This design comes from an exercise in tuning for a short achievable clock period and few clock cycles per item on the open sky130 flow, not from production work. In this exercise RTL edits were held to simulation tests only and were not proved equivalent to the original. Power figures rest on the tool's default switching activity, not on a simulated workload.

==> run a: inputs <==
## rv_core
module rv_core #(
    parameter int IMEM_DEPTH = 64
) (
    input  logic                          clk,
    input  logic                          rst,
    input  logic                          run,
    input  logic                          imem_we,
    input  logic [$clog2(IMEM_DEPTH)-1:0] imem_addr,
    input  logic [31:0]                   imem_wdata,
    input  logic [4:0]                    dbg_addr,
    output logic [31:0]                   dbg_data
);
==> module rv_execute, before the edit <==
module rv_execute
(
    input  logic       clk,
    input  logic       rst,
    input  rv_pkg::instr_t     d_instr,
    input  rv_pkg::word_t      d_pc,
    input  rv_pkg::word_t      d_op_a,
    input  rv_pkg::word_t      d_op_b,
    input  rv_pkg::word_t      d_imm,
    input  logic [3:0] d_alu_op,
    output rv_pkg::instr_t     e_instr,
    output rv_pkg::word_t      e_result,
    output rv_pkg::word_t      e_target,
    output logic       x_redirect,   
    output rv_pkg::word_t      x_target
);
    rv_pkg::alu_op_e    alu_op;
    logic [4:0] shamt;
    rv_pkg::word_t      alu_out;
    rv_pkg::word_t      pc_plus4;
    rv_pkg::word_t      pc_imm;
    rv_pkg::word_t      jalr_sum;
    rv_pkg::word_t      result;
    rv_pkg::word_t      target;
    logic       taken;
    assign alu_op   = rv_pkg::alu_op_e'(d_alu_op);
    assign shamt    = d_op_b[4:0];
    assign pc_plus4 = d_pc + 32'd4;
    assign pc_imm   = d_pc + d_imm;
    assign jalr_sum = d_op_a + d_imm;
    always_comb begin
        case (alu_op)
            ALU_ADD:    alu_out = d_op_a + d_op_b;
            ALU_SUB:    alu_out = d_op_a - d_op_b;
            ALU_XOR:    alu_out = d_op_a ^ d_op_b;
            ALU_OR:     alu_out = d_op_a | d_op_b;
            ALU_AND:    alu_out = d_op_a & d_op_b;
            ALU_SLL:    alu_out = d_op_a << shamt;
            ALU_SRL:    alu_out = d_op_a >> shamt;
            ALU_SRA:    alu_out = $signed(d_op_a) >>> shamt;
            ALU_SLT:    alu_out = {31'b0, $signed(d_op_a) < $signed(d_op_b)};
            ALU_SLTU:   alu_out = {31'b0, d_op_a < d_op_b};
            ALU_PASS_B: alu_out = d_op_b;  
            default:    alu_out = '0;
        endcase
    end
    always_comb begin
        case (d_instr.r.funct3)
            F3_BEQ:  taken = (d_op_a == d_op_b);
            F3_BNE:  taken = (d_op_a != d_op_b);
            F3_BLT:  taken = ($signed(d_op_a) < $signed(d_op_b));
            F3_BGE:  taken = ($signed(d_op_a) >= $signed(d_op_b));
            F3_BLTU: taken = (d_op_a < d_op_b);
            F3_BGEU: taken = (d_op_a >= d_op_b);
            default: taken = 1'b0;
        endcase
    end
    always_comb begin
        result = alu_out;
        target = pc_plus4;  
        case (d_instr.r.opcode)
            OP_AUIPC: begin
                result = pc_imm;
            end
            OP_JAL: begin
                result = pc_plus4;
                target = pc_imm;
            end
            OP_JALR: begin
                result = pc_plus4;
                target = {jalr_sum[31:1], 1'b0};
            end
            OP_BRANCH: begin
                if (taken) begin
                    target = pc_imm;
                end
            end
            default: begin
                result = alu_out;
            end
        endcase
    end
    always_ff @(posedge clk) begin
        if (rst) begin
            e_instr <= NOP_INSTR;
        end else begin
            e_instr <= d_instr;
        end
    end
    assign x_redirect = (d_instr.r.opcode == OP_BRANCH) || (d_instr.r.opcode == OP_JAL) ||
                        (d_instr.r.opcode == OP_JALR);
    assign x_target   = target;
    always_ff @(posedge clk) begin
        e_result <= result;
        e_target <= target;
    end
endmodule
==> module rv_core, before the edit <==
module rv_core #(
    parameter int IMEM_DEPTH = 64
) (
    input  logic                          clk,
    input  logic                          rst,
    input  logic                          run,
    input  logic                          imem_we,
    input  logic [$clog2(IMEM_DEPTH)-1:0] imem_addr,
    input  logic [31:0]                   imem_wdata,
    input  logic [4:0]                    dbg_addr,
    output logic [31:0]                   dbg_data
);
    logic [31:0] f_instr;
    logic [31:0] f_pc;
    logic [4:0]  rs1_addr;
    logic [4:0]  rs2_addr;
    logic [31:0] rs1_data;
    logic [31:0] rs2_data;
    logic [31:0] d_instr;
    logic [31:0] d_pc;
    logic [31:0] d_op_a;
    logic [31:0] d_op_b;
    logic [31:0] d_imm;
    logic [3:0]  d_alu_op;
    logic [31:0] e_instr;
    logic [31:0] e_result;
    logic [31:0] e_target;
    logic        wb_we;
    logic [4:0]  wb_addr;
    logic [31:0] wb_data;
    logic        redirect;
    logic [31:0] redirect_pc;
    logic        r_redirect;    
    logic [31:0] r_redirect_pc;
    rv_fetch #(
        .IMEM_DEPTH (IMEM_DEPTH)
    ) i_fetch (
        .clk         (clk),
        .rst         (rst),
        .run         (run),
        .imem_we     (imem_we),
        .imem_addr   (imem_addr),
        .imem_wdata  (imem_wdata),
        .redirect    (redirect),
        .redirect_pc (redirect_pc),
        .f_instr     (f_instr),
        .f_pc        (f_pc)
    );
    rv_decode i_decode (
        .clk      (clk),
        .rst      (rst),
        .f_instr  (f_instr),
        .f_pc     (f_pc),
        .rs1_addr (rs1_addr),
        .rs2_addr (rs2_addr),
        .rs1_data (rs1_data),
        .rs2_data (rs2_data),
        .d_instr  (d_instr),
        .d_pc     (d_pc),
        .d_op_a   (d_op_a),
        .d_op_b   (d_op_b),
        .d_imm    (d_imm),
        .d_alu_op (d_alu_op)
    );
    rv_execute i_execute (
        .clk      (clk),
        .rst      (rst),
        .d_instr  (d_instr),
        .d_pc     (d_pc),
        .d_op_a   (d_op_a),
        .d_op_b   (d_op_b),
        .d_imm    (d_imm),
        .d_alu_op (d_alu_op),
        .e_instr    (e_instr),
        .e_result   (e_result),
        .e_target   (e_target),
        .x_redirect (redirect),
        .x_target   (redirect_pc)
    );
    rv_retire i_retire (
        .clk         (clk),
        .rst         (rst),
        .e_instr     (e_instr),
        .e_result    (e_result),
        .e_target    (e_target),
        .wb_we       (wb_we),
        .wb_addr     (wb_addr),
        .wb_data     (wb_data),
        .redirect    (r_redirect),
        .redirect_pc (r_redirect_pc)
    );
    rv_regfile i_regfile (
        .clk      (clk),
        .rst      (rst),
        .wb_we    (wb_we),
        .wb_addr  (wb_addr),
        .wb_data  (wb_data),
        .rs1_addr (rs1_addr),
        .rs2_addr (rs2_addr),
        .rs1_data (rs1_data),
        .rs2_data (rs2_data),
        .dbg_addr (dbg_addr),
        .dbg_data (dbg_data)
    );
endmodule
make LEC_CHECK=0 CAP_MARGIN=20 CORE_MARGIN=2 CORE_UTILIZATION=40 SLEW_MARGIN=20 finish   # period 7.5 ns
run.sh (not shown) runs the stock make flow with config.mk's settings and CLKGATE_MAP_FILE= SYNTH_SCRIPT=/design/flow/synth_recipe.tcl, a recipe that flattens the netlist after the stock synthesis.
==> inputs of run b, as changes to run a <==
--- a/flow/design.v
+++ b/flow/design.v
@@ -243,5 +243,3 @@
     output rv_pkg::word_t      e_result,
-    output rv_pkg::word_t      e_target,
-    output logic       x_redirect,   
-    output rv_pkg::word_t      x_target
+    output rv_pkg::word_t      e_target
 );
@@ -320,5 +318,2 @@
     end
-    assign x_redirect = (d_instr.r.opcode == OP_BRANCH) || (d_instr.r.opcode == OP_JAL) ||
-                        (d_instr.r.opcode == OP_JALR);
-    assign x_target   = target;
     always_ff @(posedge clk) begin
@@ -397,4 +392,2 @@
     logic [31:0] redirect_pc;
-    logic        r_redirect;    
-    logic [31:0] r_redirect_pc;
     rv_fetch #(
@@ -438,7 +431,5 @@
         .d_alu_op (d_alu_op),
-        .e_instr    (e_instr),
-        .e_result   (e_result),
-        .e_target   (e_target),
-        .x_redirect (redirect),
-        .x_target   (redirect_pc)
+        .e_instr  (e_instr),
+        .e_result (e_result),
+        .e_target (e_target)
     );
@@ -453,4 +444,4 @@
         .wb_data     (wb_data),
-        .redirect    (r_redirect),
-        .redirect_pc (r_redirect_pc)
+        .redirect    (redirect),
+        .redirect_pc (redirect_pc)
     );
==> qor summary <==
| item | run a | run b |
|---|---|---|
| Outcome | complete, no violations | complete, no violations |
| Sw power | 13500 uW | 13300 uW |
| Cell with the biggest individual delay on the critical path | a211oi_2 | mux4_2 |
| Share of final-layout standard cells stronger than drive strength 1 | 22.0% | 33.1% |
| Worst hold margin | 0.288 ns | 0.310 ns |
| Skew final | 0.0814 ns | 0.0772 ns |
| Detailed-routing wirelength on met1 | 256000 microns | 232000 microns |
| Final design area excluding fillers | 204000 sq um | 200000 sq um |
| Vias in the first global route | 123000 | 111000 |
| Num sequential | 3404 | 3436 |
| Number of non-clock inverters | 173 | 135 |
| Die Y-Extent | 679 microns | 674 microns |
| Largest fanout on the critical path | 51 | 37 |
| Fraction of the cycle the final worst path needs | 88.2% | 80.1% |
| Total number of vias | 129000 | 110000 |
| Final core utilization | 45.0% | 44.9% |
| Worst-case setup margin in the final layout | 0.884 ns | 1.49 ns |
Testbench counts of run a, summed over its fixed seeds: cycles 170,863, instrs 139,500.
Testbench counts of run b, summed over its fixed seeds: cycles 195,826, instrs 139,500.

## separate check: timing with driven ports
In the flow no input, the clock included, has a driving cell. The finished layouts below were timed again as built, in two steps. Step 1, drivers: a clkbuf_16 drives clk and a buf_2 each remaining input, both assumed. Step 2 times the ports against the registers' clock, not the clock port: input delays grow and output delays shrink by t, the midpoint of the rising clock arrivals with the driver on. Slacks: ideal / step 1 / step 2; pairs: ideal / step 1.
run	t (ns)	setup WS [ns]	clock arrival spread, ns	worst data-port slew with drivers (ns)	pins driven straight from the clock port
run a	1.100	0.884 / 0.884 / 0.884	0.086 / 0.086	0.28	1
run b	1.094	1.491 / 1.432 / 1.432	0.080 / 0.080	0.21	1
After both steps setup and hold are still met in every run listed. For run b, which loses most, drivers alone change the setup slack by -0.059 ns; drivers and shift together by -0.059 ns.
